Context: an optimization exercise on an open-source flow, tuned for small area. The choices shown serve that exercise and are no tape-out recipe. In this exercise RTL edits were held to simulation tests only and were not proved equivalent to the original. In every run shown here, the design's own scripts or RTL, not TritonCTS, make the clock network. No driver is modelled on the clock port, so clock power and skew are understated where the tree is cut down; a real chip needs a root buffer or a tree. Power figures rest on the tool's default switching activity, not on a simulated workload.

**flow/flow/manual_cts.tcl**
```tcl
# Manual clock tree, run before ORFS's CTS step (PRE_CTS_TCL): the clock port
# drives one root clock buffer, which drives leaf clock buffers; each leaf
# drives a cluster of at most about MCTS_SINKS flip-flops, clustered by
# position (k-means with balanced cluster sizes).
# ORFS's clock_tree_synthesis is then skipped; the rest of its CTS step
# (legalisation, timing repair) runs as usual.
proc mcts_build {} {
  set block [ord::get_db_block]
  set db [ord::get_db]
  set leafm [$db findMaster $::env(MCTS_LEAF_CELL)]
  set rootm [$db findMaster $::env(MCTS_ROOT_CELL)]
  set clk [[$block findBTerm clk] getNet]
  $clk setSigType CLOCK
  set sinks {}
  set xs {}
  set ys {}
  foreach it [$clk getITerms] {
    set inst [$it getInst]
    set box [$inst getBBox]
    lappend sinks $it
    lappend xs [expr {([$box xMin] + [$box xMax]) / 2.0}]
    lappend ys [expr {([$box yMin] + [$box yMax]) / 2.0}]
  }
  set n [llength $sinks]
  set nleaf [expr {($n + $::env(MCTS_SINKS) - 1) / $::env(MCTS_SINKS)}]
  set cap [expr {($n + $nleaf - 1) / $nleaf}]
  # k-means, seeded with points spread along the sorted x order
  set order [lsort -real -indices $xs]
  set cx {}
  set cy {}
  for {set k 0} {$k < $nleaf} {incr k} {
    set i [lindex $order [expr {int(($k + 0.5) * $n / $nleaf)}]]
    lappend cx [lindex $xs $i]
    lappend cy [lindex $ys $i]
  }
  set asg [lrepeat $n 0]
  for {set iter 0} {$iter < 30} {incr iter} {
    # assign each sink to the nearest leaf that still has room, taking the
    # sink-leaf pairs from the closest one up
    set pairs {}
    for {set i 0} {$i < $n} {incr i} {
      for {set k 0} {$k < $nleaf} {incr k} {
        set dx [expr {[lindex $xs $i] - [lindex $cx $k]}]
        set dy [expr {[lindex $ys $i] - [lindex $cy $k]}]
        lappend pairs [list [expr {$dx * $dx + $dy * $dy}] $i $k]
      }
    }
    set room [lrepeat $nleaf $cap]
    set done [lrepeat $n 0]
    foreach p [lsort -real -index 0 $pairs] {
      lassign $p d i k
      if {[lindex $done $i] || [lindex $room $k] == 0} { continue }
      lset asg $i $k
      lset done $i 1
      lset room $k [expr {[lindex $room $k] - 1}]
    }
    set sx [lrepeat $nleaf 0.0]
    set sy [lrepeat $nleaf 0.0]
    set sc [lrepeat $nleaf 0]
    for {set i 0} {$i < $n} {incr i} {
      set k [lindex $asg $i]
      lset sx $k [expr {[lindex $sx $k] + [lindex $xs $i]}]
      lset sy $k [expr {[lindex $sy $k] + [lindex $ys $i]}]
      lset sc $k [expr {[lindex $sc $k] + 1}]
    }
    for {set k 0} {$k < $nleaf} {incr k} {
      if {[lindex $sc $k] > 0} {
        lset cx $k [expr {[lindex $sx $k] / [lindex $sc $k]}]
        lset cy $k [expr {[lindex $sy $k] / [lindex $sc $k]}]
      }
    }
  }
  # root buffer at the centre of the leaves
  set rx 0.0
  set ry 0.0
  for {set k 0} {$k < $nleaf} {incr k} {
    set rx [expr {$rx + [lindex $cx $k] / $nleaf}]
    set ry [expr {$ry + [lindex $cy $k] / $nleaf}]
  }
  set root [odb::dbInst_create $block $rootm clkbuf_mcts_root]
  $root setLocation [expr {int($rx)}] [expr {int($ry)}]
  $root setPlacementStatus PLACED
  set rootnet [odb::dbNet_create $block clknet_mcts_root]
  $rootnet setSigType CLOCK
  [$root findITerm A] connect $clk
  [$root findITerm X] connect $rootnet
  for {set k 0} {$k < $nleaf} {incr k} {
    set leaf [odb::dbInst_create $block $leafm clkbuf_mcts_leaf_$k]
    $leaf setLocation [expr {int([lindex $cx $k])}] [expr {int([lindex $cy $k])}]
    $leaf setPlacementStatus PLACED
    set net [odb::dbNet_create $block clknet_mcts_leaf_$k]
    $net setSigType CLOCK
    [$leaf findITerm A] connect $rootnet
    [$leaf findITerm X] connect $net
    set cnt 0
    for {set i 0} {$i < $n} {incr i} {
      if {[lindex $asg $i] == $k} {
        set it [lindex $sinks $i]
        $it disconnect
        $it connect $net
        incr cnt
      }
    }
    puts "mcts: leaf $k drives $cnt sinks"
  }
  puts "mcts: $n sinks, $nleaf leaves"
}
mcts_build
# the tree is built: skip ORFS's own clock tree synthesis
rename clock_tree_synthesis orfs_clock_tree_synthesis
proc clock_tree_synthesis {args} {
  puts "clock_tree_synthesis skipped: manual clock tree"
  set_propagated_clock [all_clocks]
}
```
**flow/standard.sh**
```bash
#!/bin/bash
# synth_recipe.tcl (not shown) runs the flow's synth.tcl, then flattens the netlist and writes it again
# the make line also repeats each setting of config.mk as NAME=value (left out here)
make -C /OpenROAD-flow-scripts/flow DESIGN_CONFIG=/design/flow/config.mk WORK_HOME=/design/flow/orfs CLKGATE_MAP_FILE= SYNTH_SCRIPT=/design/flow/synth_recipe.tcl "${@:-finish}"
```
**flow/constraint.sdc**
```tcl
create_clock -name core_clock -period 5.0 [get_ports {clk}]
set_input_delay 1.0000 -clock core_clock [delete_from_list [all_inputs] [get_ports {clk}]]
set_output_delay 1.0000 -clock core_clock [all_outputs]
set_load 0.01 [all_outputs]
```
**flow/flow/synth.tcl**
```tcl
# The standard flow's synthesis script (synth_recipe.tcl) with one change: the final ABC
# mapping runs an area-oriented script, without a delay target.
proc synth {args} { yosys synth -nofsm -noshare {*}$args }
proc abc {args} {
  set i [lsearch -exact $args -script]
  if {$i >= 0} { set args [lreplace $args [expr {$i + 1}] [expr {$i + 1}] $::env(AREA_ABC_SCRIPT)] }
  set i [lsearch -exact $args -D]
  if {$i >= 0} { set args [lreplace $args $i [expr {$i + 1}]] }
  puts "area abc: $args"
  yosys abc {*}$args
}
source $::env(SCRIPTS_DIR)/synth.tcl
# left out here: clear keep_hierarchy, flatten, clean up, hide names made inside functions, write 1_2_yosys.v
```
**flow/config.mk**
```make
export PLATFORM = sky130hd
export DESIGN_NAME = cpu16_backend
export DESIGN_NICKNAME = cpu16_backend
export VERILOG_FILES = /design/flow/design.v
export SDC_FILE = /design/flow/constraint.sdc
export NUM_CORES = 4
export LEC_CHECK = 0
export CAP_MARGIN = 20
export CORE_MARGIN = 2
export CORE_UTILIZATION = 60
export PLACE_DENSITY = 0.75
export SLEW_MARGIN = 20
```
**flow/flow/run.sh**
```bash
#!/bin/bash
# Own layout flow: the standard ORFS flow (standard.sh) with these changes:
#  - synthesis runs flow/synth.tcl, which is synth_recipe.tcl with the final ABC
#    mapping done by the area-oriented script flow/area.abc (no delay target);
#    registers are untouched, so they match the standard synthesis;
#  - every port still gets its own buffer, but a buf_1 rather than the default cell;
#  - the clock tree is built by flow/manual_cts.tcl (run as ORFS's PRE_CTS_TCL
#    hook): one root clock buffer driving leaf clock buffers, each driving a
#    compact cluster of at most about 17 flip-flops; ORFS's own
#    clock_tree_synthesis is skipped, the rest of its CTS step runs as usual.
# Each tool's output goes to ORFS's own logs under orfs/logs; make's to flow.log.
set -euo pipefail
W=$PWD
export AREA_ABC_SCRIPT=$W/flow/area.abc
export BUFFER_PORTS_ARGS="-buffer_cell sky130_fd_sc_hd__buf_1"
export GPL_KEEP_OVERFLOW=0
export PRE_CTS_TCL=$W/flow/manual_cts.tcl
export MCTS_SINKS=17
export MCTS_LEAF_CELL=sky130_fd_sc_hd__clkbuf_8
export MCTS_ROOT_CELL=sky130_fd_sc_hd__clkbuf_8
sed "s|SYNTH_SCRIPT=[^ ]*|SYNTH_SCRIPT=$W/flow/synth.tcl|" standard.sh > own_standard.sh
bash own_standard.sh finish > flow.log 2>&1
```
**flow/flow/area.abc**
```
strash
&get -n
&st
&dch -f
&nf -a -R 1000
&put
topo
```
**flow/design.v**
```verilog
package cpu16_pkg;
    localparam int WORD_W    = 16;
    localparam int NUM_REGS  = 8;
    localparam int NUM_LANES = 2;
    localparam int MEM_WORDS = 256;
    localparam int LANE_W    = (NUM_LANES > 1) ? $clog2(NUM_LANES) : 1;
    localparam int REGVAL_W  = NUM_REGS * WORD_W;
    localparam int ISSUE_W   = 16 + 2 * WORD_W + 2;
    localparam int RESULT_W  = 16 + 2 + 2 * WORD_W;
    localparam int RETIRE_W  = 16 + 1 + WORD_W;
    typedef logic [WORD_W-1:0]   word_t;
    typedef logic [15:0]         instr_t;
    typedef logic [2:0]          reg_idx_t;
    typedef logic [7:0]          mem_addr_t;
    typedef logic [LANE_W-1:0]   lane_idx_t;
    typedef logic [REGVAL_W-1:0] regval_t;
    typedef enum logic [3:0] {
        OP_ADD = 4'h0,
        OP_SUB = 4'h1,
        OP_AND = 4'h2,
        OP_OR  = 4'h3,
        OP_XOR = 4'h4,
        OP_SHL = 4'h5,
        OP_LDI = 4'h6,
        OP_LD  = 4'h7,
        OP_NOP = 4'hf
    } opcode_t;
    typedef struct packed {
        instr_t instr;
        word_t  a;
        word_t  b;
        logic   iswb;
        logic   isld;
    } issue_t;
    typedef struct packed {
        instr_t instr;
        logic   iswb;
        logic   isld;
        word_t  aluresult;
        word_t  ldresult;
    } lane_result_t;
    typedef struct packed {
        instr_t instr;
        logic   written;
        word_t  result;
    } retire_t;
    typedef struct packed {
        logic     valid;
        reg_idx_t idx;
        word_t    value;
    } commit_t;
endpackage
`timescale 1ns/100ps
module cpu16_backend
(
    input  logic         clk,
    input  logic         reset,
    input  logic         in_valid,
    output logic         in_ready,
    input  logic [15:0]  in_instr,
    output logic         retire_valid,
    input  logic         retire_ready,
    output logic [32:0]  retire,
    output logic [127:0] regval
);
    logic [127:0] rf;      
    logic [15:0] ins;      
    logic [15:0] acc;      
    logic [1:0]  ph;       
    logic [3:0]  cnt;      
    logic        c;        
    logic        wb;       
    wire [3:0]  op     = ins[15:12];
    wire        nop    = op[3];
    wire [2:0]  rd     = ins[10:8];
    wire        is_sub = (op[2:0] == 3'd1);
    wire        is_log = (op[2:1] == 2'd1) || (op[2:0] == 3'd4);
    wire        is_shl = (op[2:0] == 3'd5);
    wire        is_ldi = (op[2:0] == 3'd6);
    wire        is_ld  = (op[2:0] == 3'd7);
    wire [2:0]  sel  = (ph == 2'd1) ? ins[7:5] : ins[4:2];
    logic [15:0] rv;
    always_comb begin
        case (sel)
            3'd0: rv = rf[15:0];
            3'd1: rv = rf[31:16];
            3'd2: rv = rf[47:32];
            3'd3: rv = rf[63:48];
            3'd4: rv = rf[79:64];
            3'd5: rv = rf[95:80];
            3'd6: rv = rf[111:96];
            default: rv = rf[127:112];
        endcase
    end
    wire        rbit = rv[cnt];
    wire [3:0]  k    = rv[3:0];
    wire        ibit = ins[cnt[2:0]];
    wire        last  = (cnt == 4'd15);
    wire        kend  = (cnt == ~k);
    wire        bop  = is_ld ? (ibit && cnt < 4'd5) : rbit;
    wire        bx   = bop ^ is_sub;
    wire        a0   = acc[0];
    wire        sum  = a0 ^ bx ^ c;
    wire        cry  = (a0 & bx) | (a0 & c) | (bx & c);
    wire        is_ao = (op[2:1] == 2'd1);
    logic nb;      
    logic cn;      
    logic fin;     
    always_comb begin
        nb  = 1'b0;
        cn  = c;
        fin = 1'b0;
        case (ph)
            2'd1: begin
                if (nop)
                    nb = 1'b0;
                else if (is_ldi)
                    nb = ibit && !cnt[3];
                else
                    nb = rbit;
                fin = last && (nop || is_ldi);
                cn  = is_sub || (op[2:0] == 3'd3);
            end
            2'd2: begin
                if (is_shl) begin
                    nb = a0 && !c;
                    cn = c || kend;
                end else begin
                    nb = is_ao ? cry : sum;
                    if (!is_log)
                        cn = last ? (acc[8:5] == 4'd0) : cry;
                end
                fin = last && !is_shl && !is_ld;
            end
            default: begin
                if (is_shl) begin
                    nb  = a0;
                    fin = kend;
                end else begin
                    nb  = c && (cnt[3:2] == 2'd0 ? a0 :
                                cnt[3:2] == 2'd1 ? acc[12] : (cnt == 4'd12));
                    fin = last;
                end
            end
        endcase
    end
    wire [15:0] accn = {nb, acc[15:1]};
    assign in_ready = (ph == 2'd0) && !wb && !retire_valid;
    assign retire   = {ins, !nop, acc};
    always_ff @(posedge clk) begin
        if (reset) begin
            ph           <= 2'd0;
            wb           <= 1'b0;
            retire_valid <= 1'b0;
        end else begin
            if (ph == 2'd0) begin
                if (in_valid && in_ready)
                    ph <= 2'd1;
            end else if (fin) begin
                ph <= 2'd0;
            end else if (last) begin
                ph <= ph + 2'd1;
            end
            wb <= ph != 2'd0 && fin;
            if (wb)
                retire_valid <= 1'b1;
            else if (retire_ready)
                retire_valid <= 1'b0;
        end
    end
    always_ff @(posedge clk) begin
        if (in_valid && in_ready)
            ins <= in_instr;
    end
    always_ff @(posedge clk) begin
        if (ph == 2'd0)
            cnt <= 4'd0;
        else
            cnt <= cnt + 4'd1;
        c <= cn;
        if (ph != 2'd0)
            acc <= accn;
    end
    wire        wr = wb && !nop;
    wire [15:0] wd = acc & {16{!reset}};
    always_ff @(posedge clk) begin
        for (int i = 0; i < 8; i++) begin
            if (reset || (wr && rd == 3'(i)))
                rf[i*16 +: 16] <= wd;
        end
    end
    assign regval = rf;
endmodule
```
==> run_results.csv, run 1 <==
group,metric,value,unit
pwr,pwr-share-comb,0.363,
routing,via_per_inst,6.422,
routing,antenna_left,0,
placement,portBuffers,182,
pwr,pwr_density_cell,577.0,nW/um2
sta,tns,0,ps
clock_network,cts_hold_buf,0,
routing,drt_first_pass_iters,5,
clock_network,clock_latency,450,ps
synthesis,async_reset_ff_frac,0,
worst_setup_path,cp_max_fo,32,
sta,max_freq,0.2108,GHz
cells_and_area,area_growth,19.41,%
worst_setup_path,cpMostUsedCell,"mux2i_1",
placement,dpl-instance-area,7478,um2
synthesis,synth_top_cell_area_share,0.7347,
flow_run,cap_violations,0,
floorplanning,io_pins,183,
worst_setup_path,r2r_end,"acc[15]",
sta,rsz0062_at_grt,"false",
routing,drc,0,
synthesis,syn_area_per_cell,16.57,um2
placement,routabilityCongestion,0.9867,
cells_and_area,final.fill_count,689,
placement,dpl.cell_count,720,
worst_setup_path,worstSetupPathType,"reg2reg",
sta,clock_skew,26.01,ps
routing,wl_per_cell,24.57,um
routing,via_count,4791,
cells_and_area,antenna_cells,0,
pwr,ir_worst_vdd,0.0004553,V
worst_hold_path,min_path_cells,0,
sta,slew_violations,0,
sta,finalWorstSetupSlack,257.1,ps
floorplanning,die_w,108.7,um
worst_setup_path,crit_path_end_kind,"flip-flop",
worst_setup_path,path_cells,"clkinv_1, ha_1, mux2i_1, or3_2, o21ai_0, mux4_2, mux2i_1, mux2i_1, a21oi_1, xnor2_1, fa_1, nor3b_1, o21ai_0, a31oi_1",
synthesis,synth_cell_types,40,
grt,grt_overflow,0,
floorplanning,core_area,10790,um2
grt,grt_pass1_vias,4347,
worst_hold_path,holdCritPathClass,"reg2reg",
cells_and_area,layout-drive-gt1-share,0.07426,
grt,grt_usage,0.2986,
floorplanning,die_y,108.7,um
sta,setup_viol,0,
worst_setup_path,critPathLaunchType,"flip-flop",
worst_hold_path,min_from,"acc[10]",
pwr,seqPwrFrac,0.508,
routing,drt-initial-drc-count,651,
floorplanning,dieArea,11820,um2
synthesis,syn_area,6580,um2
worst_setup_path,arrival,5030,ps
cells_and_area,layout_commonest_cell,"buf_1",
synthesis,synth-main-ff-cell,"edfxtp_1",
grt,antenna_found_initial,0,
floorplanning,start_util,0.6097,
sta,finalCritPeriodShare,0.9486,
placement,dp_hpwl,11.90,mm
sta,fin_crit,4743,ps
synthesis,yosysTopAreaCell,"edfxtp_1",
worst_setup_path,slowest_stage,"mux2i_1",
worst_setup_path,critPathMaxStageDelay,660,ps
cells_and_area,final_cell_mix,"181 x buf_1, 161 x edfxtp_1, 24 x a22oi_1",
worst_setup_path,reg2reg_depth,14,
worst_setup_path,crit_required,5290,ps
sta,worstMarginPinSlew,1112,ps
pwr,total_power,4.534,mW
synthesis,netlist_top_cells_area,"edfxtp_1 73%, a222oi_1 2.9%, a22oi_1 2.7%, dfxtp_1 2.4%, nor2b_1 2.0%",
pwr,p_int,2.843,mW
placement,dpl_worst_slack,36.87,ps
pwr,p_sw_frac,0.3730,
sta,slew-limit-headroom,0.2583,
pwr,p_leak,2.590,nW
worst_hold_path,hold-path-endpoint,"acc[9]",
grt,grt_pass1_wl,25.67,mm
floorplanning,row_count,38,
synthesis,syn_nets,424,
cells_and_area,nets,635,
worst_setup_path,r2r_start,"ph[1]",
synthesis,synth_edf_count,161,
synthesis,ys_seq_area_frac,0.7591,
routing,routed_wl,18.33,mm
synthesis,netlist_instances,397,
pwr,switching_power,1.691,mW
synthesis,ys_ff_latch,169,
run_status,status,"finished clean",
pwr,clkPwrFrac,0.129,
cells_and_area,final_core_util,0.7280,
sta,hold_viol_final,0,
worst_setup_path,reg2reg_setup_slack,260,ps
cells_and_area,fin_cells,746,
clock_network,clk_transition_reported_paths,120,ps
sta,timing.hold.ws,469.3,ps
cells_and_area,fin_area,7858,um2
grt,grt_max_degree,33,
synthesis,yosysWarnings,1,
-- kinds of logic after synthesis --
family          Yosys count  share of synthesized area
mux                      12                    0.02795
buf+inv                  13                   0.008556
xor+xnor                  7                   0.009318
simple gates             96                    0.07644
flops                   169                     0.7591
fa+ha+maj                 7                    0.01445
compound gates           93                     0.1042
-- Yosys cell counts (6+ instances only) --
cell type,n
dfxtp_1,8
o21ai_0,21
a21oi_1,7
a222oi_1,19
nand2_1,12
mux2i_1,6
nand4_1,16
edfxtp_1,161
nor2b_1,21
ha_1,6
clkinv_1,11
a22oi_1,24
nor2_1,23
-- critical path, delay by kind of cell, from the launching register on --
kind / cells / cell delay [ps]
buffers and inverters: 1 / 60
AO/OA/AOI/OAI: 4 / 840
multiplexers: 4 / 1490
AND/OR/NAND/NOR: 2 / 860
flip-flops: 1 / 340
XOR/XNOR: 1 / 180
adder cells (fa/ha/maj): 2 / 810
-- timing repair --
action,CTS,global route
endpoints found under the hold margin,0,0
resized for setup,1,7
pin swaps,0,5
setup endpoints to repair,1,2
setup buffers,0,15
-- state kept, by name (all words and copies together), names as in the netlist --
register and cells:
rf 128, cnt 4, c 1, ph 2, wb 1, retire_valid 1, acc 16, ins 16
-- cell type report --
cell class              instances  area (um2)  share of cell area
well taps                     140       175.2             0.02229
inverters                      11       41.29            0.005255
flip-flops and latches        169        4995              0.6357
repair buffers                200       905.9              0.1153
multi-input cells             215        1589              0.2022
plain buffers                  11       151.4             0.01927
-- power groups by stage --
| stage | logic (mW) | registers [mW] | clock network (mW) |
|---|---|---|---|
| after global placement | 1.39 | 2.32 | 0 |
| after detailed placement | 1.47 | 2.32 | 0 |
| final | 1.64 | 2.30 | 0.587 |
| after global routing | 1.77 | 2.34 | 0.641 |
| after CTS | 1.49 | 2.29 | 0.593 |
| after floorplan | 0.773 | 2.37 | 0 |
-- worst max path at each step --
stage,startpoint,end,slack (ps),depth (start not counted)
after global routing,ph[0],acc[15],30,13
after global placement,ph[1],acc[15],-920,16
after detailed placement,ph[1],acc[15],40,17
final,ph[1],acc[15],260,14
after CTS,ph[1],acc[15],30,17
after floorplan,ph[1],acc[15],520,17
-- layer usage --
metal	part of all wire	routed length, um	GRT usage
met1	0.38	6972	0.4349
met2	0.48	8824	0.4754
met3	0.12	2109	0.04662
met4	0.023	420	0.08700
met5	0	0	0
==> inputs of run 2 (changes only) <==
--- a/flow/flow/run.sh
+++ b/flow/flow/run.sh
@@ -13,7 +13,6 @@
 W=$PWD
 export AREA_ABC_SCRIPT=$W/flow/area.abc
 export BUFFER_PORTS_ARGS="-buffer_cell sky130_fd_sc_hd__buf_1"
-export GPL_KEEP_OVERFLOW=0
 export PRE_CTS_TCL=$W/flow/manual_cts.tcl
 export MCTS_SINKS=17
 export MCTS_LEAF_CELL=sky130_fd_sc_hd__clkbuf_8
==> run_results.csv, run 2 <==
group,metric,value,unit
synthesis,synth_edf_count,161,
run_status,status,"finished clean",
cells_and_area,fin_cells,740,
routing,antenna_left,0,
routing,drt_first_pass_iters,7,
routing,via_per_inst,6.388,
synthesis,yosysMostFrequentCell,"edfxtp_1",
floorplanning,dieArea,11820,um2
cells_and_area,area_growth,16.56,%
floorplanning,core_area,10790,um2
sta,worstMarginPinSlew,1093,ps
worst_setup_path,cp_max_fo,10,
placement,routabilityCongestion,0.9038,
floorplanning,die_w,108.7,um
routing,wl_per_cell,24.00,um
sta,fin_crit,4469,ps
worst_setup_path,worstSetupPathType,"reg2reg",
floorplanning,io_pins,183,
synthesis,netlist_instances,397,
clock_network,cts_resized,0,
cells_and_area,regMostFlops,"rf",
cells_and_area,antenna_cells,0,
routing,drt-initial-drc-count,516,
synthesis,ys_ff_latch,169,
worst_hold_path,min_path_cells,0,
grt,grt_pass1_vias,4511,
pwr,p_leak,2.528,nW
worst_setup_path,reg2reg_depth,18,
worst_setup_path,critPathLaunchType,"flip-flop",
sta,rsz0062_at_grt,"false",
grt,grt_usage,0.2935,
synthesis,synth_top_cell_area_share,0.7347,
placement,dpl.cell_count,729,
sta,max_freq,0.2238,GHz
sta,clock_skew,9.509,ps
sta,tns,0,ps
pwr,ir_worst_vdd,0.0003053,V
synthesis,ys_seq_area_frac,0.7591,
cells_and_area,layout_commonest_cell,"buf_1",
cells_and_area,largest_registers,"rf x128, acc x16, ins x16",
cells_and_area,layout-drive-gt1-share,0.04833,
synthesis,syn_area,6580,um2
placement,dp_hpwl,11.86,mm
cells_and_area,final.fill_count,761,
sta,slew_violations,0,
synthesis,syn_nets,424,
worst_setup_path,arrival,4750,ps
worst_setup_path,reg2reg_setup_slack,530,ps
floorplanning,row_count,38,
worst_setup_path,crit_path_end_kind,"flip-flop",
synthesis,synthTopCellsByCount,"161 x edfxtp_1, 24 x a22oi_1, 23 x nor2_1",
sta,finalCritPeriodShare,0.8938,
sta,hold_viol_final,0,
synthesis,yosysTopAreaCell,"edfxtp_1",
pwr,total_power,4.379,mW
cells_and_area,nets,629,
synthesis,netlist_top_cells_area,"edfxtp_1 73%, a222oi_1 2.9%, a22oi_1 2.7%, dfxtp_1 2.4%, nor2b_1 2.0%",
grt,grt_overflow,0,
routing,via_count,4727,
pwr,pwr_density_cell,570.9,nW/um2
routing,routed_wl,17.76,mm
synthesis,synth_cell_types,40,
clock_network,clk_transition_reported_paths,100,ps
grt,antenna_found_initial,0,
sta,slew-limit-headroom,0.2716,
synthesis,async_reset_ff_frac,0,
sta,setup_viol,0,
clock_network,cts_hold_buf,0,
clock_network,cts_setup_buffers,0,
worst_setup_path,crit_required,5280,ps
worst_hold_path,holdCritPathClass,"reg2reg",
sta,timing.hold.ws,479.1,ps
clock_network,clock_latency,420,ps
cells_and_area,final_cell_mix,"182 x buf_1, 161 x edfxtp_1, 24 x a22oi_1",
floorplanning,die_y,108.7,um
floorplanning,start_util,0.6097,
flow_run,cap_violations,0,
synthesis,syn_area_per_cell,16.57,um2
routing,drc,0,
synthesis,synth-main-ff-cell,"edfxtp_1",
placement,portBuffers,182,
grt,grt_pass1_wl,25.33,mm
cells_and_area,largest_register_ffs,128,
synthesis,yosysWarnings,1,
grt,grt_max_degree,33,
## run 2: cell counts after synthesis
Identical to the previous run, type by type.
## run 2: where the power goes
| part | total (mW) | switching (mW) | internal (mW) |
|---|---|---|---|
| registers | 2.30 | 0.273 | 2.02 |
| logic | 1.50 | 0.962 | 0.537 |
| clock network | 0.584 | 0.385 | 0.199 |
## run 2: path summary, 6_finish.rpt
| check | from | end |
|---|---|---|
| setup / recovery | ph[0] | acc[15] |
| hold / removal | acc[10] | acc[9] |
| setup reg to reg | ph[0] | acc[15] |
| hold reg to reg | acc[10] | acc[9] |
## run 2: per-stage QoR
stage	util	instance area, um2	setup WS [ps]
6_report	0.7106	7670	531.2
3_3_place_gp	0.6966	7518	947.2
4_1_cts	0.7106	7670	581.2
3_5_place_dp	0.6966	7518	631.4
2_1_floorplan	-	6580	520.4
5_1_grt	0.7106	7670	231.0
## run 2: metal layers
| metal | share of wire | track usage | vias up |
|---|---|---|---|
| met5 | 0 | 0 | - |
| met4 | 0.026 | 0.08883 | 0 |
| met3 | 0.11 | 0.04124 | 48 |
| met2 | 0.48 | 0.4750 | 350 |
| met1 | 0.39 | 0.4223 | 2292 |
| li1 | - | - | 2037 |
## run 2: final cells by class
class                           count  area [um2]  area share
Timing Repair Buffer              194       773.2      0.1008
Inverter                           11       41.29    0.005383
Tap cell                          140       175.2     0.02284
Buffer                             11       151.4     0.01974
Multi-Input combinational cell    215        1534      0.2000
Sequential cell                   169        4995      0.6512
## run 2: critical path: stages (launching register included)
cell,delay (ps)
dfxtp_1,390
ha_1,380
mux2i_1,470
clkinv_1,130
nand2_1,100
nor2_1,60
buf_4,190
a222oi_1,340
nand4_1,160
o21ai_0,220
mux4_2,330
mux2i_1,70
mux2i_1,200
a21oi_1,110
xnor2_1,200
fa_1,450
nor3b_1,210
o21ai_0,120
a31oi_1,170
## run 2: cell families after synthesis
group | share of synthesized area
mux | 0.02795
compound gates | 0.1042
buf+inv | 0.008556
simple gates | 0.07644
xor+xnor | 0.009318
flops | 0.7591
fa+ha+maj | 0.01445
==> inputs of run 3 (changes only) <==
--- a/flow/config.mk
+++ b/flow/config.mk
@@ -7,6 +7,6 @@
 export LEC_CHECK = 0
 export CAP_MARGIN = 20
 export CORE_MARGIN = 2
-export CORE_UTILIZATION = 60
-export PLACE_DENSITY = 0.75
+export CORE_UTILIZATION = 50
+export PLACE_DENSITY = 0.7
 export SLEW_MARGIN = 20
==> run_results.csv, run 3 <==
group,metric,value,unit
synthesis,yosysMostFrequentCell,"edfxtp_1",
sta,setup_viol,0,
worst_setup_path,critPathLaunchType,"flip-flop",
cells_and_area,nets,629,
worst_setup_path,arrival,4880,ps
routing,routed_wl,18.27,mm
worst_hold_path,hold-path-endpoint,"acc[3]",
clock_network,clk_transition_reported_paths,110,ps
worst_setup_path,reg2reg_depth,18,
pwr,p_leak,2.527,nW
cells_and_area,antenna_cells,0,
floorplanning,core_area,12720,um2
synthesis,async_reset_ff_frac,0,
cells_and_area,layout_commonest_cell,"buf_1",
synthesis,synth_cell_types,40,
cells_and_area,area_growth,17.17,%
worst_hold_path,min_from,"acc[4]",
clock_network,cts_resized,0,
worst_setup_path,crit_path_end_kind,"flip-flop",
floorplanning,io_pins,183,
worst_hold_path,min_path_cells,0,
pwr,pwr_density_cell,569.2,nW/um2
routing,via_count,4668,
grt,grt_max_degree,22,
grt,grt_pass1_wl,26.43,mm
synthesis,syn_area,6580,um2
synthesis,synth_edf_count,161,
synthesis,netlist_instances,397,
placement,dp_hpwl,12.32,mm
routing,drc,0,
cells_and_area,ff_latch_area,4995,um2
synthesis,yosysWarnings,1,
clock_network,cts_setup_buffers,0,
grt,grt_usage,0.2476,
synthesis,ys_seq_area_frac,0.7591,
grt,grt_pass1_vias,4476,
placement,dpl.cell_count,761,
flow_run,cap_violations,0,
worst_setup_path,r2r_start,"ph[1]",
sta,hold_viol_final,0,
routing,drt-initial-drc-count,552,
sta,worstMarginPinSlew,1101,ps
pwr,ir_worst_vdd,0.0003198,V
synthesis,synth-main-ff-cell,"edfxtp_1",
floorplanning,row_count,41,
cells_and_area,fin_cells,772,
grt,antenna_found_initial,0,
cells_and_area,final.fill_count,1055,
sta,finalWorstSetupSlack,396.1,ps
cells_and_area,final_cell_mix,"182 x buf_1, 161 x edfxtp_1, 24 x a22oi_1",
sta,finalCritPeriodShare,0.9208,
synthesis,netlist_top_cells_area,"edfxtp_1 73%, a222oi_1 2.9%, a22oi_1 2.7%, dfxtp_1 2.4%, nor2b_1 2.0%",
worst_setup_path,cp_max_fo,7,
cells_and_area,layout-drive-gt1-share,0.04833,
floorplanning,die_w,118.7,um
sta,clock_skew,11.54,ps
run_status,status,"finished clean",
floorplanning,dieArea,14090,um2
placement,dpl-instance-area,7559,um2
grt,grt_overflow,0,
worst_setup_path,reg2reg_setup_slack,400,ps
sta,timing.hold.ws,495.5,ps
sta,fin_crit,4604,ps
synthesis,syn_area_per_cell,16.57,um2
synthesis,ys_ff_latch,169,
worst_setup_path,r2r_end,"acc[15]",
synthesis,syn_nets,424,
cells_and_area,multiInputGateArea,1534,um2
cells_and_area,largest_registers,"rf x128, acc x16, ins x16",
worst_setup_path,crit_required,5280,ps
worst_setup_path,startpoint,"ph[1]",
synthesis,yosysTopAreaCell,"edfxtp_1",
routing,via_per_inst,6.047,
routing,drt_first_pass_iters,7,
floorplanning,start_util,0.5172,
sta,slew-limit-headroom,0.2658,
clock_network,clock_latency,430,ps
synthesis,synthTopCellsByCount,"161 x edfxtp_1, 24 x a22oi_1, 23 x nor2_1",
sta,tns,0,ps
cells_and_area,regMostFlops,"rf",
routing,antenna_left,0,
routing,wl_per_cell,23.67,um
floorplanning,die_y,118.7,um
placement,portBuffers,182,
sta,max_freq,0.2172,GHz
sta,rsz0062_at_grt,"false",
clock_network,cts_hold_buf,0,
placement,dpl_worst_slack,476.2,ps
synthesis,synth_top_cell_area_share,0.7347,
cells_and_area,fin_area,7710,um2
placement,routabilityCongestion,0.9124,
cells_and_area,largest_register_ffs,128,
sta,slew_violations,0,
worst_setup_path,worstSetupPathType,"reg2reg",
worst_hold_path,holdCritPathClass,"reg2reg",
==> run 3: cell types whose count changed in the layout (fill, tap and decap cells not counted) <==
cell	previous run	this run
and2_0	1	2
and2_1	1	0
==> run 3: through the flow <==
step                utilization  power [mW]
detailed placement       0.5941       3.813
floorplan                     -       3.148
global placement         0.5941       3.765
CTS                      0.6060       4.381
finish                   0.6060       4.389
global route             0.6060       4.602
==> run 3: worst max path at each step <==
stage,cells past startpoint,to,slack (ps)
after floorplan,17,acc[15],520
after global placement,18,acc[15],660
after detailed placement,18,acc[15],480
after CTS,18,acc[15],440
after global routing,18,acc[15],130
final,18,acc[15],400
==> run 3: cell families (layout without fill, tap and decap cells) <==
kind of cell	after synthesis	after routing	share of synthesized area
compound gates	93	93	0.1042
mux	12	12	0.02795
buf+inv	13	216	0.008556
xor+xnor	7	7	0.009318
flops	169	169	0.7591
simple gates	96	96	0.07644
fa+ha+maj	7	7	0.01445
==> run 3: final cells by class <==
class | count | area share
tap | 172 | 0.02791
timing repair buffer | 194 | 0.1003
buffer | 11 | 0.01964
sequential | 169 | 0.6478
inverter | 11 | 0.005355
multi-input combinational | 215 | 0.1990
==> run 3: critical path: stages (launching register included) <==
cell	delay, ps
dfxtp_1	340
clkinv_1	70
ha_1	360
mux2i_1	440
nand2b_1	130
nor2_1	460
buf_4	250
a22oi_1	70
nand4_1	100
o21ai_0	190
mux4_2	510
mux2i_1	140
mux2i_1	120
a21oi_1	190
xnor2_1	160
fa_1	440
nor3b_1	220
o21ai_0	120
a31oi_1	160
==> run 3: report_power, final <==
group | total [mW] | internal [mW] | leakage [nW] | switching, mW
sequential | 2.30 | 2.02 | 1.68 | 0.281
combinational | 1.50 | 0.538 | 0.765 | 0.962
clock | 0.586 | 0.199 | 0.0791 | 0.387
==> run 3: routing by layer <==
metal  track usage  vias up  part of all wire
met5             0        -                 0
met4       0.05208        0             0.020
met3       0.02896       28             0.099
met2        0.4149      312              0.49
met1        0.3530     2301              0.39
li1              -     2027                 -
==> inputs of run 4 (changes only) <==
--- a/flow/flow/run.sh
+++ b/flow/flow/run.sh
@@ -6,7 +6,8 @@
 #  - every port still gets its own buffer, but a buf_1 rather than the default cell;
 #  - the clock tree is built by flow/manual_cts.tcl (run as ORFS's PRE_CTS_TCL
 #    hook): one root clock buffer driving leaf clock buffers, each driving a
-#    compact cluster of at most about 17 flip-flops; ORFS's own
+#    compact cluster of at most about 17 flip-flops (more leaves if the
+#    estimated clock-pin slew exceeds 110 ps); ORFS's own
 #    clock_tree_synthesis is skipped, the rest of its CTS step runs as usual.
 # Each tool's output goes to ORFS's own logs under orfs/logs; make's to flow.log.
 set -euo pipefail
@@ -15,6 +16,7 @@
 export BUFFER_PORTS_ARGS="-buffer_cell sky130_fd_sc_hd__buf_1"
 export PRE_CTS_TCL=$W/flow/manual_cts.tcl
 export MCTS_SINKS=17
+export MCTS_MAX_SLEW=0.110
 export MCTS_LEAF_CELL=sky130_fd_sc_hd__clkbuf_8
 export MCTS_ROOT_CELL=sky130_fd_sc_hd__clkbuf_8
 sed "s|SYNTH_SCRIPT=[^ ]*|SYNTH_SCRIPT=$W/flow/synth.tcl|" standard.sh > own_standard.sh
--- a/flow/flow/manual_cts.tcl
+++ b/flow/flow/manual_cts.tcl
@@ -4,7 +4,7 @@
 # position (k-means with balanced cluster sizes).
 # ORFS's clock_tree_synthesis is then skipped; the rest of its CTS step
 # (legalisation, timing repair) runs as usual.
-proc mcts_build {} {
+proc mcts_build {want} {
   set block [ord::get_db_block]
   set db [ord::get_db]
   set leafm [$db findMaster $::env(MCTS_LEAF_CELL)]
@@ -22,7 +22,7 @@
     lappend ys [expr {([$box yMin] + [$box yMax]) / 2.0}]
   }
   set n [llength $sinks]
-  set nleaf [expr {($n + $::env(MCTS_SINKS) - 1) / $::env(MCTS_SINKS)}]
+  set nleaf $want
   set cap [expr {($n + $nleaf - 1) / $nleaf}]
   # k-means, seeded with points spread along the sorted x order
   set order [lsort -real -indices $xs]
@@ -105,7 +105,50 @@
   }
   puts "mcts: $n sinks, $nleaf leaves"
 }
-mcts_build
+# worst slew at a flip-flop clock pin, from placement parasitics
+proc mcts_worst_slew {} {
+  set_propagated_clock [all_clocks]
+  estimate_parasitics -placement
+  set worst 0
+  foreach pin [get_pins -hierarchical */CLK] {
+    set s [get_property $pin slew_max]
+    if {$s > $worst} { set worst $s }
+  }
+  return $worst
+}
+# take the tree apart again: sinks back on the clock net, buffers removed
+proc mcts_undo {} {
+  set block [ord::get_db_block]
+  set clk [[$block findBTerm clk] getNet]
+  foreach inst [$block getInsts] {
+    if {![string match clkbuf_mcts_* [$inst getName]]} { continue }
+    set out [[$inst findITerm X] getNet]
+    if {[string match clkbuf_mcts_leaf_* [$inst getName]]} {
+      foreach it [$out getITerms] {
+        if {[$it getInst] ne $inst} { $it disconnect; $it connect $clk }
+      }
+    }
+  }
+  foreach inst [$block getInsts] {
+    if {[string match clkbuf_mcts_* [$inst getName]]} {
+      set out [[$inst findITerm X] getNet]
+      odb::dbInst_destroy $inst
+      odb::dbNet_destroy $out
+    }
+  }
+}
+# start from the leaf count that keeps clusters within MCTS_SINKS sinks and
+# add leaves while the estimated clock-pin slew exceeds MCTS_MAX_SLEW (ns)
+set mcts_n [llength [[[[ord::get_db_block] findBTerm clk] getNet] getITerms]]
+set mcts_k [expr {($mcts_n + $::env(MCTS_SINKS) - 1) / $::env(MCTS_SINKS)}]
+while {1} {
+  mcts_build $mcts_k
+  set mcts_s [mcts_worst_slew]
+  puts "mcts: $mcts_k leaves, worst clock-pin slew estimate $mcts_s"
+  if {$mcts_s <= $::env(MCTS_MAX_SLEW) || $mcts_k >= 40} { break }
+  mcts_undo
+  incr mcts_k
+}
 # the tree is built: skip ORFS's own clock tree synthesis
 rename clock_tree_synthesis orfs_clock_tree_synthesis
 proc clock_tree_synthesis {args} {
--- a/flow/config.mk
+++ b/flow/config.mk
@@ -7,6 +7,6 @@
 export LEC_CHECK = 0
 export CAP_MARGIN = 20
 export CORE_MARGIN = 2
-export CORE_UTILIZATION = 50
-export PLACE_DENSITY = 0.7
+export CORE_UTILIZATION = 60
+export PLACE_DENSITY = 0.75
 export SLEW_MARGIN = 20
==> run_results.csv, run 4 <==
group,metric,value,unit
clock_network,cts_hold_buf,0,
worst_setup_path,worstSetupPathType,"reg2reg",
grt,grt_pass1_wl,25.33,mm
run_status,status,"finished clean",
pwr,switching_power,1.620,mW
floorplanning,io_pins,183,
cells_and_area,ff_latch_area,4995,um2
routing,routed_wl,17.76,mm
synthesis,synth_cell_types,40,
synthesis,ys_seq_area_frac,0.7591,
synthesis,synth_top_cell_area_share,0.7347,
routing,drt_first_pass_iters,7,
floorplanning,row_count,38,
placement,portBuffers,182,
routing,via_count,4727,
worst_setup_path,arrival,4750,ps
sta,rsz0062_at_grt,"false",
worst_setup_path,critPathLaunchType,"flip-flop",
floorplanning,dieArea,11820,um2
pwr,p_sw_frac,0.3700,
synthesis,syn_area,6580,um2
worst_setup_path,crit_path_end_kind,"flip-flop",
synthesis,synth-main-ff-cell,"edfxtp_1",
sta,finalCritPeriodShare,0.8938,
sta,slew-limit-headroom,0.2716,
synthesis,ys_ff_latch,169,
sta,tns,0,ps
sta,fin_crit,4469,ps
synthesis,synth_edf_count,161,
pwr,pwr-share-comb,0.343,
grt,grt_max_degree,33,
cells_and_area,fin_area,7670,um2
placement,routabilityCongestion,0.9038,
clock_network,clock_latency,420,ps
grt,grt_overflow,0,
worst_hold_path,holdCritPathClass,"reg2reg",
cells_and_area,layout_commonest_cell,"buf_1",
cells_and_area,multiInputGateArea,1534,um2
floorplanning,start_util,0.6097,
cells_and_area,largest_registers,"rf x128, acc x16, ins x16",
sta,max_freq,0.2238,GHz
pwr,pwr_density_cell,570.9,nW/um2
routing,drc,0,
grt,antenna_found_initial,0,
pwr,seqPwrFrac,0.524,
placement,dpl-instance-area,7518,um2
worst_setup_path,cp_max_fo,10,
synthesis,netlist_top_cells_area,"edfxtp_1 73%, a222oi_1 2.9%, a22oi_1 2.7%, dfxtp_1 2.4%, nor2b_1 2.0%",
placement,dp_hpwl,11.86,mm
worst_setup_path,crit_required,5280,ps
synthesis,syn_area_per_cell,16.57,um2
cells_and_area,regMostFlops,"rf",
pwr,p_int,2.759,mW
sta,slew_violations,0,
sta,hold_viol_final,0,
routing,drt-initial-drc-count,516,
pwr,p_leak,2.528,nW
sta,setup_viol,0,
cells_and_area,nets,629,
sta,worstMarginPinSlew,1093,ps
grt,grt.met1_usage,0.4223,
synthesis,yosysTopAreaCell,"edfxtp_1",
grt,grt_pass1_vias,4511,
grt,use_met2,0.4750,
synthesis,yosysWarnings,1,
routing,wl_per_cell,24.00,um
synthesis,syn_nets,424,
floorplanning,die_y,108.7,um
floorplanning,core_area,10790,um2
pwr,ir_worst_vdd,0.0003053,V
synthesis,synthTopCellsByCount,"161 x edfxtp_1, 24 x a22oi_1, 23 x nor2_1",
cells_and_area,antenna_cells,0,
routing,antenna_left,0,
flow_run,cap_violations,0,
cells_and_area,final_cell_mix,"182 x buf_1, 161 x edfxtp_1, 24 x a22oi_1",
clock_network,clk_transition_reported_paths,100,ps
cells_and_area,layout-drive-gt1-share,0.04833,
cells_and_area,final.fill_count,761,
floorplanning,die_w,108.7,um
grt,grt_usage,0.2935,
synthesis,netlist_instances,397,
grt,top_usage_layer,"met2",
clock_network,cts_resized,0,
cells_and_area,largest_register_ffs,128,
sta,clock_skew,9.509,ps
clock_network,cts_setup_buffers,0,
routing,via_per_inst,6.388,
pwr,clkPwrFrac,0.133,
cells_and_area,area_growth,16.56,%
grt,globalRouteMet3Util,0.04124,
synthesis,async_reset_ff_frac,0,
synthesis,yosysMostFrequentCell,"edfxtp_1",
==> run 4: cell counts after synthesis <==
Identical to the previous run, type by type.
==> run 4: worst max-delay path, stage by stage, from the launching register on <==
cell,delay (ps)
dfxtp_1,390
ha_1,380
mux2i_1,470
clkinv_1,130
nand2_1,100
nor2_1,60
buf_4,190
a222oi_1,340
nand4_1,160
o21ai_0,220
mux4_2,330
mux2i_1,70
mux2i_1,200
a21oi_1,110
xnor2_1,200
fa_1,450
nor3b_1,210
o21ai_0,120
a31oi_1,170
==> run 4: power by group through the flow <==
| stage | clock, mW | combinational (mW) | sequential (mW) |
|---|---|---|---|
| 6_report | 0.584 | 1.50 | 2.30 |
| 5_1_grt | 0.630 | 1.63 | 2.33 |
| 4_1_cts | 0.582 | 1.48 | 2.29 |
| 3_5_place_dp | 0 | 1.47 | 2.32 |
| 3_3_place_gp | 0 | 1.43 | 2.31 |
| 2_1_floorplan | 0 | 0.773 | 2.37 |
==> run 4: worst paths after layout <==
| path | slack (ps) | startpoint | cells past startpoint | end |
|---|---|---|---|---|
| max | 530 | ph[0] | 18 | acc[15] |
| min | 480 | acc[10] | 0 | acc[9] |
| max reg2reg | 530 | ph[0] | 18 | acc[15] |
| min reg2reg | 480 | acc[10] | 0 | acc[9] |
==> run 4: cell type report <==
cell class / count / area share
multi-input combinational: 215 / 0.2000
timing repair buffer: 194 / 0.1008
tap: 140 / 0.02284
sequential: 169 / 0.6512
buffer: 11 / 0.01974
inverter: 11 / 0.005383
==> run 4: kinds of logic (layout without fill, tap and decap cells) <==
logic type               Yosys count  in the layout  synth area share
flip-flops                       169            169            0.7591
AO/OA/AOI/OAI                     93             93            0.1042
AND/OR/NAND/NOR                   96             96           0.07644
adder cells (fa/ha/maj)            7              7           0.01445
buffers and inverters             13            216          0.008556
multiplexers                      12             12           0.02795
XOR/XNOR                           7              7          0.009318
==> run 4: routing by layer <==
metal,routed length [um],part of all wire,vias to the layer above
met5,0,0,-
met4,461,0.026,0
met3,1924,0.11,48
met2,8453,0.48,350
met1,6921,0.39,2292
li1,-,-,2037
==> run 4: through the flow <==
stage	std cells	power (mW)	worst slack (ps)	hold slack, ps	util
global route	740	4.584	231.0	503.7	0.7106
detailed placement	729	3.791	631.4	458.3	0.6966
finish	740	4.379	531.2	479.1	0.7106
global placement	729	3.740	947.2	460.0	0.6966
CTS	740	4.354	581.2	480.0	0.7106
floorplan	397	3.148	520.4	452.0	-
==> inputs of run 5 (changes only) <==
==> flow/flow/area.abc (replaced) <==
strash
&get -n
&st
&dch -f
&nf -a -R 1000
&put
strash
&get -n
&st
&dch -f
&nf -a -R 1000
&put
topo
==> run_results.csv, run 5 <==
group,metric,value,unit
cells_and_area,largest_register_ffs,128,
floorplanning,row_count,38,
placement,portBuffers,182,
grt,grt_pass1_vias,4461,
routing,wl_per_cell,23.77,um
routing,drt_first_pass_iters,8,
synthesis,syn_area_per_cell,16.53,um2
pwr,p_int,2.779,mW
placement,routabilityCongestion,0.9485,
cells_and_area,antenna_cells,0,
floorplanning,start_util,0.6107,
worst_setup_path,slowest_stage,"fa_1",
synthesis,async_reset_ff_frac,0,
pwr,p_leak,2.569,nW
worst_setup_path,cpMostUsedCell,"o21ai_0",
synthesis,synthTopCellsByCount,"161 x edfxtp_1, 23 x a22oi_1, 21 x nor2b_1, 21 x o21ai_0",
cells_and_area,regMostFlops,"rf",
pwr,clkPwrFrac,0.136,
sta,max_freq,0.2251,GHz
pwr,pwr-share-comb,0.336,
worst_setup_path,worstSetupPathType,"reg2reg",
clock_network,cts_hold_buf,0,
routing,drt-initial-drc-count,454,
synthesis,synth_cell_types,39,
sta,rsz0062_at_grt,"false",
grt,grt_pass1_wl,25.27,mm
worst_setup_path,r2r_start,"ph[1]",
routing,routed_wl,17.78,mm
routing,drc,0,
synthesis,syn_area,6563,um2
grt,grt_overflow,0,
grt,grt_max_degree,29,
worst_hold_path,hold-path-endpoint,"acc[13]",
synthesis,syn_nets,424,
sta,fin_crit,4443,ps
worst_hold_path,min_path_cells,0,
grt,antenna_found_initial,0,
synthesis,netlist_top_cells_area,"edfxtp_1 74%, a222oi_1 2.9%, a22oi_1 2.6%, dfxtp_1 2.4%, nor2b_1 2.0%",
pwr,seqPwrFrac,0.528,
synthesis,ys_seq_area_frac,0.7611,
pwr,p_sw_frac,0.3654,
cells_and_area,final.fill_count,758,
cells_and_area,final_cell_mix,"182 x buf_1, 161 x edfxtp_1, 23 x a22oi_1",
floorplanning,dieArea,11790,um2
cells_and_area,layout_commonest_cell,"buf_1",
synthesis,synth_edf_count,161,
synthesis,yosysMostFrequentCell,"edfxtp_1",
synthesis,yosysWarnings,1,
worst_setup_path,reg2reg_depth,21,
sta,tns,0,ps
clock_network,clock_latency,430,ps
synthesis,synth_top_cell_area_share,0.7367,
floorplanning,core_area,10750,um2
sta,worstMarginPinSlew,1151,ps
routing,via_per_inst,6.441,
clock_network,clk_transition_reported_paths,90,ps
grt,grt_usage,0.2926,
worst_hold_path,holdCritPathClass,"reg2reg",
sta,setup_viol,0,
pwr,pwr_density_cell,566.7,nW/um2
sta,clock_skew,13.47,ps
placement,dp_hpwl,12.51,mm
worst_setup_path,crit_path_end_kind,"flip-flop",
floorplanning,die_w,108.6,um
worst_setup_path,critPathLaunchType,"flip-flop",
clock_network,cts_setup_buffers,0,
worst_setup_path,cp_max_fo,7,
floorplanning,die_y,108.6,um
worst_setup_path,reg2reg_setup_slack,560,ps
sta,hold_viol_final,0,
cells_and_area,largest_registers,"rf x128, acc x16, ins x16",
worst_setup_path,arrival,4710,ps
worst_hold_path,min_from,"acc[14]",
cells_and_area,fin_cells,748,
cells_and_area,nets,637,
worst_setup_path,path_cells,"clkinv_1, ha_2, mux2i_2, nand2b_1, nor2_1, buf_4, a22o_1, a221oi_1, nand3_1, o21ai_0, o21ai_0, o22ai_1, o21ai_0, a31oi_1, a211oi_1, a21oi_1, xor2_1, fa_1, nor3_1, o31ai_1, a31oi_1",
sta,slew-limit-headroom,0.2328,
synthesis,ys_ff_latch,169,
floorplanning,io_pins,183,
sta,finalCritPeriodShare,0.8886,
worst_setup_path,r2r_end,"acc[15]",
pwr,ir_worst_vdd,0.0003826,V
sta,slew_violations,0,
routing,antenna_left,0,
synthesis,netlist_instances,397,
pwr,switching_power,1.601,mW
flow_run,cap_violations,0,
clock_network,cts_resized,0,
synthesis,yosysTopAreaCell,"edfxtp_1",
worst_setup_path,crit_required,5270,ps
pwr,total_power,4.380,mW
cells_and_area,layout-drive-gt1-share,0.06250,
cells_and_area,final_core_util,0.7193,
synthesis,synth-main-ff-cell,"edfxtp_1",
cells_and_area,area_growth,17.77,%
run_status,status,"finished clean",
routing,via_count,4818,
worst_setup_path,critPathMaxStageDelay,440,ps
placement,dpl.cell_count,736,
## run 5: kinds of logic (layout without fill, tap and decap cells)
logic type               count (synthesis)  after routing  share of synthesized area
adder cells (fa/ha/maj)                  7              7                    0.01449
buffers and inverters                   15            226                   0.009723
AND/OR/NAND/NOR                         86             86                    0.06978
multiplexers                             7              7                    0.01659
flip-flops                             169            169                     0.7611
XOR/XNOR                                 7              7                   0.009342
AO/OA/AOI/OAI                          106            106                     0.1190
## run 5: worst max path at each step
stage / start / end / cells after the start
finish: ph[1] / acc[15] / 21
global route: ph[1] / acc[15] / 21
CTS: ph[1] / acc[15] / 21
detailed placement: ph[1] / acc[15] / 21
global placement: ph[1] / acc[15] / 20
floorplan: ph[1] / acc[15] / 16
## run 5: final cells by class
class,count,area (um2),share of cell area
timing repair buffer,201,825.8,0.1068
buffer,12,165.2,0.02137
tap,140,175.2,0.02266
sequential,169,4995,0.6463
inverter,13,48.80,0.006314
multi-input combinational,213,1519,0.1965
## run 5: per-stage QoR
step	setup slack (ps)	hold WS, ps	area [um2]
final	557.2	494.9	7729
after global routing	113.0	511.1	7729
after CTS	485.1	494.3	7719
after detailed placement	521.2	459.5	7553
after global placement	805.0	459.0	7553
after floorplan	434.5	452.0	6563
## run 5: worst max-delay path: cells and delay by family (launching register included)
kind                     cells  cell delay (ps)
AND/OR/NAND/NOR              4              580
buffers and inverters        2              260
AO/OA/AOI/OAI               11             1780
XOR/XNOR                     1              200
adder cells (fa/ha/maj)      2              750
flip-flops                   1              350
multiplexers                 1              370
## run 5: layer usage
metal  vias up  track usage  routed length [um]
met2       378       0.5196                9249
met5         -            0                   0
li1       2063            -                   -
met1      2348       0.3852                6386
met3        29      0.04099                1829
met4         0      0.06777                 316
## run 5: power by group through the flow
| stage | sequential, mW | clock, mW | combinational, mW |
|---|---|---|---|
| floorplan | 2.38 | 0 | 0.752 |
| global placement | 2.32 | 0 | 1.40 |
| detailed placement | 2.33 | 0 | 1.45 |
| CTS | 2.30 | 0.602 | 1.45 |
| global route | 2.34 | 0.643 | 1.60 |
| finish | 2.31 | 0.595 | 1.47 |
==> inputs of run 6 (changes only) <==
==> flow/flow/area.abc (replaced) <==
strash
&get -n
&st
&dch -f
&nf -a -R 1000 -C 32
&put
topo
==> run_results.csv, run 6 <==
group,metric,value,unit
run_status,status,"finished clean",
routing,via_count,4706,
pwr,p_leak,2.528,nW
floorplanning,core_area,10750,um2
worst_hold_path,hold-path-endpoint,"ph[1]",
worst_setup_path,r2r_end,"acc[15]",
sta,hold_viol_final,0,
cells_and_area,ff_latch_area,4995,um2
grt,antenna_found_initial,0,
synthesis,yosysMostFrequentCell,"edfxtp_1",
synthesis,syn_nets,424,
sta,timing.hold.ws,510.2,ps
sta,worstMarginPinSlew,1021,ps
worst_hold_path,holdCritPathClass,"reg2reg",
worst_setup_path,critPathMaxStageDelay,480,ps
worst_hold_path,min_path_cells,2,
synthesis,syn_area_per_cell,16.52,um2
grt,grt_overflow,0,
pwr,ir_worst_vdd,0.0003675,V
routing,drt_first_pass_iters,8,
worst_setup_path,critPathLaunchType,"flip-flop",
synthesis,netlist_top_cells_area,"edfxtp_1 74%, a222oi_1 2.9%, dfxtp_1 2.4%, a22oi_1 2.3%, nor2b_1 2.0%",
sta,tns,0,ps
worst_setup_path,crit_path_end_kind,"flip-flop",
worst_setup_path,arrival,4890,ps
cells_and_area,multiInputGateArea,1513,um2
cells_and_area,regMostFlops,"rf",
synthesis,synth_top_cell_area_share,0.7371,
worst_setup_path,worstSetupPathType,"reg2reg",
cells_and_area,layout-drive-gt1-share,0.04825,
worst_hold_path,min_from,"ph[1]",
sta,finalCritPeriodShare,0.9215,
sta,clock_skew,12.46,ps
synthesis,netlist_instances,397,
floorplanning,die_y,108.6,um
worst_setup_path,crit_required,5280,ps
routing,drc,0,
synthesis,synthTopCellsByCount,"161 x edfxtp_1, 27 x nor2_1, 22 x o21ai_0",
worst_setup_path,r2r_start,"ph[0]",
cells_and_area,final.fill_count,738,
synthesis,ys_seq_area_frac,0.7615,
sta,rsz0062_at_grt,"false",
sta,slew_violations,0,
placement,dp_hpwl,12.22,mm
synthesis,synth-main-ff-cell,"edfxtp_1",
pwr,total_power,4.510,mW
cells_and_area,largest_registers,"rf x128, acc x16, ins x16",
worst_setup_path,path_cells,"ha_1, mux2i_1, nand2_1, nor2_1, buf_4, a22oi_1, nand4_1, o21ai_0, mux4_2, a221o_1, a21oi_1, xnor2_1, fa_1, nor3b_1, o21ai_0, a31oi_1",
cells_and_area,antenna_cells,0,
clock_network,cts_setup_buffers,0,
routing,drt-initial-drc-count,554,
flow_run,cap_violations,0,
synthesis,yosysWarnings,1,
floorplanning,row_count,38,
synthesis,async_reset_ff_frac,0,
grt,grt_pass1_vias,4388,
placement,portBuffers,182,
routing,via_per_inst,6.351,
synthesis,ys_ff_latch,169,
cells_and_area,largest_register_ffs,128,
routing,antenna_left,0,
sta,slew-limit-headroom,0.3192,
clock_network,cts_hold_buf,0,
cells_and_area,area_growth,16.83,%
grt,grt_pass1_wl,25.07,mm
grt,grt_usage,0.2871,
synthesis,synth_edf_count,161,
sta,max_freq,0.2170,GHz
clock_network,cts_resized,0,
routing,routed_wl,17.45,mm
worst_setup_path,reg2reg_depth,16,
cells_and_area,final_cell_mix,"182 x buf_1, 161 x edfxtp_1, 27 x nor2_1",
worst_setup_path,cpMostUsedCell,"o21ai_0",
placement,routabilityCongestion,0.9690,
grt,grt_max_degree,23,
sta,fin_crit,4607,ps
floorplanning,io_pins,183,
worst_setup_path,reg2reg_setup_slack,390,ps
synthesis,yosysTopAreaCell,"edfxtp_1",
floorplanning,start_util,0.6104,
worst_setup_path,cp_max_fo,11,
worst_setup_path,slowest_stage,"mux4_2",
synthesis,synth_cell_types,42,
floorplanning,dieArea,11780,um2
cells_and_area,layout_commonest_cell,"buf_1",
sta,setup_viol,0,
clock_network,clock_latency,420,ps
cells_and_area,final_core_util,0.7131,
clock_network,clk_transition_reported_paths,90,ps
synthesis,syn_area,6559,um2
floorplanning,die_w,108.6,um
worst_setup_path,startpoint,"ph[0]",
routing,wl_per_cell,23.55,um
pwr,pwr_density_cell,588.6,nW/um2
cells_and_area,nets,630,
[run 6: cell count changes after synthesis, sizes merged, moves of 2 or more]
cell / before / now
a211oi: 4 / 1
a41o: 3 / 1
a311oi: 0 / 2
a21oi: 10 / 8
nor2: 19 / 27
nand3: 7 / 4
and3: 3 / 1
nand2: 7 / 12
a21o: 1 / 3
a22o: 2 / 4
o211ai: 7 / 1
clkinv: 13 / 11
a22oi: 23 / 20
[run 6: cells by family after synthesis]
family,share of synthesized area
flip-flops,0.7615
AND/OR/NAND/NOR,0.07116
adder cells (fa/ha/maj),0.01450
AO/OA/AOI/OAI,0.1133
XOR/XNOR,0.009348
multiplexers,0.02156
buffers and inverters,0.008584
[run 6: worst max-delay path, delay by kind of cell, from the launching register on]
kind,cells,cell delay (ps)
AOI/OAI and AO/OA,6,1040
muxes,2,950
and+or+nand+nor,4,840
adders and majority gates,2,800
DFF,1,380
buffers and inverters,1,310
xor gates and xnor gates,1,150
[run 6: final cells by class]
cell class | count | area share
timing repair buffer | 194 | 0.1009
sequential | 169 | 0.6519
inverter | 11 | 0.005389
tap | 140 | 0.02286
multi-input combinational | 215 | 0.1974
buffer | 12 | 0.02155
[run 6: metrics by stage]
step / worst slack, ps / cell area (um2) / cells
2_1_floorplan: 414.9 / 6559 / 397
3_3_place_gp: 697.3 / 7497 / 729
3_5_place_dp: 494.0 / 7497 / 729
4_1_cts: 465.1 / 7662 / 741
5_1_grt: 40.43 / 7662 / 741
6_report: 392.7 / 7662 / 741
[run 6: where the power goes]
part / total [mW] / switching [mW] / internal (mW)
sequential: 2.31 / 0.282 / 2.03
clock: 0.600 / 0.385 / 0.216
combinational: 1.60 / 1.02 / 0.582
total: 4.51 / 1.69 / 2.82
[run 6: worst max path at each step]
stage | depth (start not counted) | to
floorplan | 17 | acc[15]
global placement | 17 | acc[15]
detailed placement | 17 | acc[15]
CTS | 16 | acc[15]
finish | 16 | acc[15]
global route | 17 | acc[15]
[run 6: metal layers]
metal,global-route usage,part of all wire,vias to the layer above
met3,0.04822,0.11,36
met1,0.4094,0.38,2285
met5,0,0,-
met4,0.05037,0.018,0
met2,0.4790,0.49,349
li1,-,-,2036
==> inputs of run 7 (changes only) <==
--- a/flow/flow/run.sh
+++ b/flow/flow/run.sh
@@ -20,4 +20,4 @@
 export MCTS_LEAF_CELL=sky130_fd_sc_hd__clkbuf_8
 export MCTS_ROOT_CELL=sky130_fd_sc_hd__clkbuf_8
 sed "s|SYNTH_SCRIPT=[^ ]*|SYNTH_SCRIPT=$W/flow/synth.tcl|" standard.sh > own_standard.sh
-bash own_standard.sh finish > flow.log 2>&1
+bash own_standard.sh MATCH_CELL_FOOTPRINT=0 finish > flow.log 2>&1
==> flow/flow/area.abc (replaced) <==
strash
&get -n
&st
&dch -f
&nf -a -R 1000
&put
topo
==> run_results.csv, run 7 <==
group,metric,value,unit
placement,dpl.cell_count,729,
sta,tns,0,ps
worst_setup_path,r2r_end,"acc[15]",
worst_setup_path,r2r_start,"ph[0]",
worst_setup_path,critPathLaunchType,"flip-flop",
sta,setup_viol,0,
worst_setup_path,crit_path_end_kind,"flip-flop",
worst_setup_path,crit_path_end,"acc[15]",
floorplanning,die_y,108.7,um
routing,drt_first_pass_iters,7,
cells_and_area,regMostFlops,"rf",
grt,grt_usage,0.2935,
synthesis,synthTopCellsByCount,"161 x edfxtp_1, 24 x a22oi_1, 23 x nor2_1",
worst_hold_path,holdCritPathClass,"reg2reg",
synthesis,syn_area_per_cell,16.57,um2
grt,globalRouteMet3Util,0.04124,
synthesis,syn_area,6580,um2
routing,wl_per_cell,24.00,um
routing,routed_wl,17.76,mm
routing,antenna_left,0,
grt,top_usage_layer,"met2",
sta,hold_viol_final,0,
worst_setup_path,arrival,4750,ps
sta,finalWorstSetupSlack,531.2,ps
routing,via_count,4727,
grt,grt_max_degree,33,
sta,slew-limit-headroom,0.2716,
grt,grt_pass1_vias,4511,
cells_and_area,area_growth,16.56,%
routing,via_per_inst,6.388,
placement,dpl_worst_slack,631.4,ps
cells_and_area,fin_area,7670,um2
pwr,ir_worst_vdd,0.0003053,V
floorplanning,start_util,0.6097,
run_status,status,"finished clean",
placement,routabilityCongestion,0.9038,
worst_setup_path,cp_max_fo,10,
sta,worstMarginPinSlew,1093,ps
synthesis,yosysMostFrequentCell,"edfxtp_1",
synthesis,syn_nets,424,
cells_and_area,antenna_cells,0,
placement,dp_hpwl,11.86,mm
cells_and_area,largest_registers,"rf x128, acc x16, ins x16",
grt,grt.met1_usage,0.4223,
synthesis,synth_edf_count,161,
pwr,p_leak,2.528,nW
clock_network,cts_resized,0,
grt,grt_pass1_wl,25.33,mm
sta,rsz0062_at_grt,"false",
synthesis,synth_top_cell_area_share,0.7347,
routing,drc,0,
floorplanning,row_count,38,
worst_setup_path,crit_required,5280,ps
placement,portBuffers,182,
clock_network,clock_latency,420,ps
synthesis,netlist_top_cells_area,"edfxtp_1 73%, a222oi_1 2.9%, a22oi_1 2.7%, dfxtp_1 2.4%, nor2b_1 2.0%",
routing,drt-initial-drc-count,516,
clock_network,cts_setup_buffers,0,
placement,dpl-instance-area,7518,um2
synthesis,synth_cell_types,40,
grt,antenna_found_initial,0,
cells_and_area,fin_cells,740,
pwr,pwr_density_cell,570.9,nW/um2
clock_network,cts_hold_buf,0,
floorplanning,core_area,10790,um2
floorplanning,die_w,108.7,um
grt,use_met2,0.4750,
cells_and_area,final_cell_mix,"182 x buf_1, 161 x edfxtp_1, 24 x a22oi_1",
clock_network,clk_transition_reported_paths,100,ps
cells_and_area,largest_register_ffs,128,
synthesis,netlist_instances,397,
cells_and_area,nets,629,
worst_setup_path,worstSetupPathType,"reg2reg",
sta,slew_violations,0,
floorplanning,io_pins,183,
floorplanning,dieArea,11820,um2
synthesis,ys_seq_area_frac,0.7591,
synthesis,yosysTopAreaCell,"edfxtp_1",
grt,grt_overflow,0,
synthesis,yosysWarnings,1,
synthesis,ys_ff_latch,169,
sta,finalCritPeriodShare,0.8938,
cells_and_area,layout_commonest_cell,"buf_1",
worst_setup_path,reg2reg_depth,18,
worst_hold_path,min_from,"acc[10]",
worst_setup_path,startpoint,"ph[0]",
cells_and_area,layout-drive-gt1-share,0.04833,
flow_run,cap_violations,0,
sta,max_freq,0.2238,GHz
synthesis,synth-main-ff-cell,"edfxtp_1",
sta,fin_crit,4469,ps
synthesis,async_reset_ff_frac,0,
sta,clock_skew,9.509,ps
worst_setup_path,reg2reg_setup_slack,530,ps
[run 7: kinds of logic (layout without fill, tap and decap cells)]
group                    Yosys count  in the layout  synth area share
AND/OR/NAND/NOR                   96             96           0.07644
flip-flops                       169            169            0.7591
XOR/XNOR                           7              7          0.009318
multiplexers                      12             12           0.02795
adder cells (fa/ha/maj)            7              7           0.01445
buffers and inverters             13            216          0.008556
AO/OA/AOI/OAI                     93             93            0.1042
[run 7: power by group]
| group | internal [mW] | total [mW] | switching [mW] |
|---|---|---|---|
| Combinational | 0.537 | 1.50 | 0.962 |
| Clock | 0.199 | 0.584 | 0.385 |
| Sequential | 2.02 | 2.30 | 0.273 |
| Total | 2.76 | 4.38 | 1.62 |
[run 7: stage by stage]
| stage | utilization | hold slack, ps | total power, mW |
|---|---|---|---|
| 6_report | 0.7106 | 479.1 | 4.379 |
| 3_5_place_dp | 0.6966 | 458.3 | 3.791 |
| 2_1_floorplan | - | 452.0 | 3.148 |
| 5_1_grt | 0.7106 | 503.7 | 4.584 |
| 3_3_place_gp | 0.6966 | 460.0 | 3.740 |
| 4_1_cts | 0.7106 | 480.0 | 4.354 |
[run 7: how the worst min path moves through the flow]
stage                   end  cells after the start
4_1_cts              acc[9]                      0
3_3_place_gp         acc[8]                      0
5_1_grt              acc[0]                      0
2_1_floorplan  retire_valid                      2
6_report             acc[9]                      0
3_5_place_dp         acc[9]                      0
[run 7: critical path, stage by stage (launching register included)]
cell and delay (ps):
dfxtp_1 390, ha_1 380, mux2i_1 470, clkinv_1 130, nand2_1 100, nor2_1 60
buf_4 190, a222oi_1 340, nand4_1 160, o21ai_0 220, mux4_2 330, mux2i_1 70
mux2i_1 200, a21oi_1 110, xnor2_1 200, fa_1 450, nor3b_1 210, o21ai_0 120
a31oi_1 170
[run 7: layout make-up]
cell class / count / area (um2)
well taps: 140 / 175.2
flip-flops and latches: 169 / 4995
multi-input cells: 215 / 1534
plain buffers: 11 / 151.4
repair buffers: 194 / 773.2
fillers: 761 / 3123
inverters: 11 / 41.29
[run 7: routing by layer]
| metal | share of wire | vias up |
|---|---|---|
| met4 | 0.026 | 0 |
| met1 | 0.39 | 2292 |
| met3 | 0.11 | 48 |
| met5 | 0 | - |
| met2 | 0.48 | 350 |
| li1 | - | 2037 |

port drivers added, routing unchanged:
The flow's constraints put no driver on any port. The routed layouts listed below were extracted and timed again, unchanged, in two steps. Step 1 sets driving cells, clkbuf_16 on the clock port and buf_2 on the other inputs (assumed; they add their load-dependent delay and slew). Step 2 times the ports against the registers' clock, not the clock port: input delays grow and output delays shrink by t, the midpoint of the rising clock arrivals with the driver on. Slacks: ideal ports / drivers / drivers and shift; pairs: ideal ports / drivers.
run	t (ns)	slack for setup (ns)	worst data-port slew with drivers (ns)
run 1	0.474	0.257 / 0.257 / 0.257	0.03
run 2	0.457	0.531 / 0.531 / 0.531	0.03
run 3	0.456	0.396 / 0.396 / 0.396	0.04
run 4	0.457	0.531 / 0.531 / 0.531	0.03
run 5	0.457	0.557 / 0.557 / 0.557	0.03
run 6	0.454	0.393 / 0.393 / 0.393	0.04
run 7	0.457	0.531 / 0.531 / 0.531	0.03
After both steps every run listed still meets setup and hold.
